Source: an optimization exercise on an open RTL-to-GDS flow (aim: small area, a short achievable clock period and few clock cycles per item). Production flows keep margins and buffers that such runs may drop. At most, simulation tests tie the RTL to the original design; equivalence was not proved.

==> flow/design.v <==
`default_nettype none
module laneExtractor (
	input logic [16*8-1:0] line_i,
	input logic [4-1:0] offset_i,
	input logic active_i,
	output logic [32-1:0] data_o
);
	logic [8*(32/8+3)-1:0] coarse;
	logic [16*8-1:0] shifted;
	assign shifted = line_i >> {offset_i[4-1:2], 5'b00000};
	assign coarse = shifted[8*(32/8+3)-1:0];
	logic [8*(32/8+3)-1:0] fine;
	assign fine = coarse >> {offset_i[1:0], 3'b000};
	assign data_o = active_i ? fine[32-1:0] : 32'(0);
endmodule
`default_nettype wire
`default_nettype none
module loadReturnUnit (
	input logic clk,
	input logic reset,
	input logic stall_i,
	input logic loadValid_i,
	input logic [(3 + 5 + 8 + 8 * 4)-1:0] loadReq_i,
	input logic memReady_i,
	input logic [16*8-1:0] memLine_i,
	output logic busy_o,
	output logic packetValid_o,
	output logic [(3 + 8 + 8 * (32 + 5))-1:0] packet_o
);
	localparam int NSLOT = 3;
	localparam int LINE_W = 16 * 8;
	localparam int maskLsb = 8 * 4;
	localparam int regLsb = maskLsb + 8;
	localparam int warpLsb = regLsb + 5;
	logic [(3 + 5 + 8 + 8 * 4)-1:0] slotReq [NSLOT];
	logic [LINE_W-1:0] slotLine [NSLOT];
	logic [NSLOT-1:0] slotVal, slotHas;
	logic outValid;
	logic [3-1:0] outWarp;
	logic [8-1:0] outMask;
	logic [5-1:0] outReg;
	logic [8*32-1:0] outData;
	logic waiting, lineArr, outFree, load, accept;
	assign waiting = |(slotVal & ~slotHas);
	assign lineArr = memReady_i && waiting;
	assign outFree = !outValid || !stall_i;
	assign load = outFree && slotVal[0] && (slotHas[0] || lineArr);
	assign busy_o = slotVal[NSLOT-1] && !load;
	assign accept = loadValid_i && !busy_o;
	logic [NSLOT:0] isLine, isTail;
	always_comb begin
		for (int j = 0; j <= NSLOT; j++) begin
			if (j == NSLOT) begin
				isLine[j] = 1'b0;
				isTail[j] = slotVal[NSLOT-1];
			end else if (j == 0) begin
				isLine[j] = slotVal[0] && !slotHas[0];
				isTail[j] = !slotVal[0];
			end else begin
				isLine[j] = slotVal[j] && !slotHas[j] && slotHas[j-1];
				isTail[j] = !slotVal[j] && slotVal[j-1];
			end
		end
	end
	logic [NSLOT-1:0] wrReq, wrLine;
	always_comb begin
		for (int k = 0; k < NSLOT; k++) begin
			wrReq[k] = accept && (load ? isTail[k+1] : isTail[k]);
			wrLine[k] = lineArr && (load ? isLine[k+1] : isLine[k]);
		end
	end
	logic [LINE_W-1:0] hLine;
	logic [8*32-1:0] hData;
	assign hLine = slotHas[0] ? slotLine[0] : memLine_i;
	for (genvar i = 0; i < 8; i++) begin : gLane
		laneExtractor extractor (
			.line_i(hLine),
			.offset_i(slotReq[0][i*4 +: 4]),
			.active_i(slotReq[0][maskLsb + i]),
			.data_o(hData[i*32 +: 32])
		);
	end
	always_ff @(posedge clk) begin
		if (reset) begin
			slotVal <= '0;
			slotHas <= '0;
			outValid <= 1'b0;
		end else begin
			for (int k = 0; k < NSLOT; k++) begin
				if (k + 1 < NSLOT) begin
					slotVal[k] <= (load ? slotVal[k+1] : slotVal[k]) || wrReq[k];
					slotHas[k] <= (load ? slotHas[k+1] : slotHas[k]) || wrLine[k];
				end else begin
					slotVal[k] <= (!load && slotVal[k]) || wrReq[k];
					slotHas[k] <= (!load && slotHas[k]) || wrLine[k];
				end
			end
			outValid <= load || !outFree;
		end
	end
	always_ff @(posedge clk) begin
		for (int k = 0; k < NSLOT; k++) begin
			if (wrReq[k]) begin
				slotReq[k] <= loadReq_i;
			end else if (load && k + 1 < NSLOT) begin
				slotReq[k] <= slotReq[(k + 1) % NSLOT];
			end
			if (wrLine[k]) begin
				slotLine[k] <= memLine_i;
			end else if (load && k + 1 < NSLOT) begin
				slotLine[k] <= slotLine[(k + 1) % NSLOT];
			end
		end
		if (load) begin
			outWarp <= slotReq[0][warpLsb +: 3];
			outMask <= slotReq[0][maskLsb +: 8];
			outReg <= slotReq[0][regLsb +: 5];
			outData <= hData;
		end
	end
	assign packetValid_o = outValid;
	always_comb begin
		packet_o[(3 + 8 + 8 * (32 + 5))-1 -: 3] = outWarp;
		packet_o[8*(32 + 5) +: 8] = outMask;
		for (int i = 0; i < 8; i++) begin
			packet_o[i*(32 + 5) +: (32 + 5)] = {outData[i*32 +: 32], outReg};
		end
	end
endmodule
`default_nettype wire
clock: 3.2 ns
lec_check: 0
cap_margin: 20
cell_pad_in_sites_detail_placement: 1
cell_pad_in_sites_global_placement: 2
core_margin: 2
core_utilization: 35
gpl_routability_driven: 1
place_density: 0.5
slew_margin: 20
run.sh (not shown) runs the stock make flow with config.mk's settings and CLKGATE_MAP_FILE= SYNTH_SCRIPT=/design/flow/synth_recipe.tcl, a recipe that flattens the netlist after the stock synthesis.
The first run produced a layout that fails on setup timing.
Then changed:
--- a/flow/design.v
+++ b/flow/design.v
@@ -25,11 +25,11 @@
 	input logic [16*8-1:0] memLine_i,
 	output logic busy_o,
 	output logic packetValid_o,
 	output logic [(3 + 8 + 8 * (32 + 5))-1:0] packet_o
 );
-	localparam int NSLOT = 3;
+	localparam int NSLOT = 2;
 	localparam int LINE_W = 16 * 8;
 	localparam int maskLsb = 8 * 4;
 	localparam int regLsb = maskLsb + 8;
 	localparam int warpLsb = regLsb + 5;
 	logic [(3 + 5 + 8 + 8 * 4)-1:0] slotReq [NSLOT];
The changed run went through all stages and came out clean.
Utilization grows by 0.99 points.
Fmax is higher by a few percent.
Cell area shrinks by about a fifth.
Register-to-register slack gets better by 0.13 ns.
Non-clock buffer count is lower by 80.
Synthesized cell count drops by a little under a tenth.
Global-route usage stays flat.
Worst hold slack is worse by 0.012 ns.
Testbench counts after the change, summed over its fixed seeds: cycles 3,017, packets 2,400.
Only the layout flow was run in the first run of this note; the RTL was not checked for function there.

## what the ideal ports hide
No port has a modelled driver above. Below, the same layouts with a new extraction and two added sets of constraints. Step 1, drivers: a clkbuf_16 drives clk and a buf_2 each remaining input, both assumed. Step 2, shift: input delay + t, output delay - t, t = (earliest + latest rising clock arrival at the registers) / 2. This alone moves slack from input paths to output paths. Slacks: no drivers / after step 1 / after step 2; pairs: no drivers / after step 1.
run	shift t [ns]	setup slack, ns	clock arrival spread, ns
the first run	0.812	-0.058 / -0.058 / -0.430	0.064 / 0.064
the second run	0.770	0.070 / 0.036 / -0.313	0.049 / 0.049
With both steps, setup timing fails in the second run, where it was met with ideal ports. For the second run, which loses most, drivers alone change the setup slack by -0.034 ns; drivers and shift together by -0.383 ns.
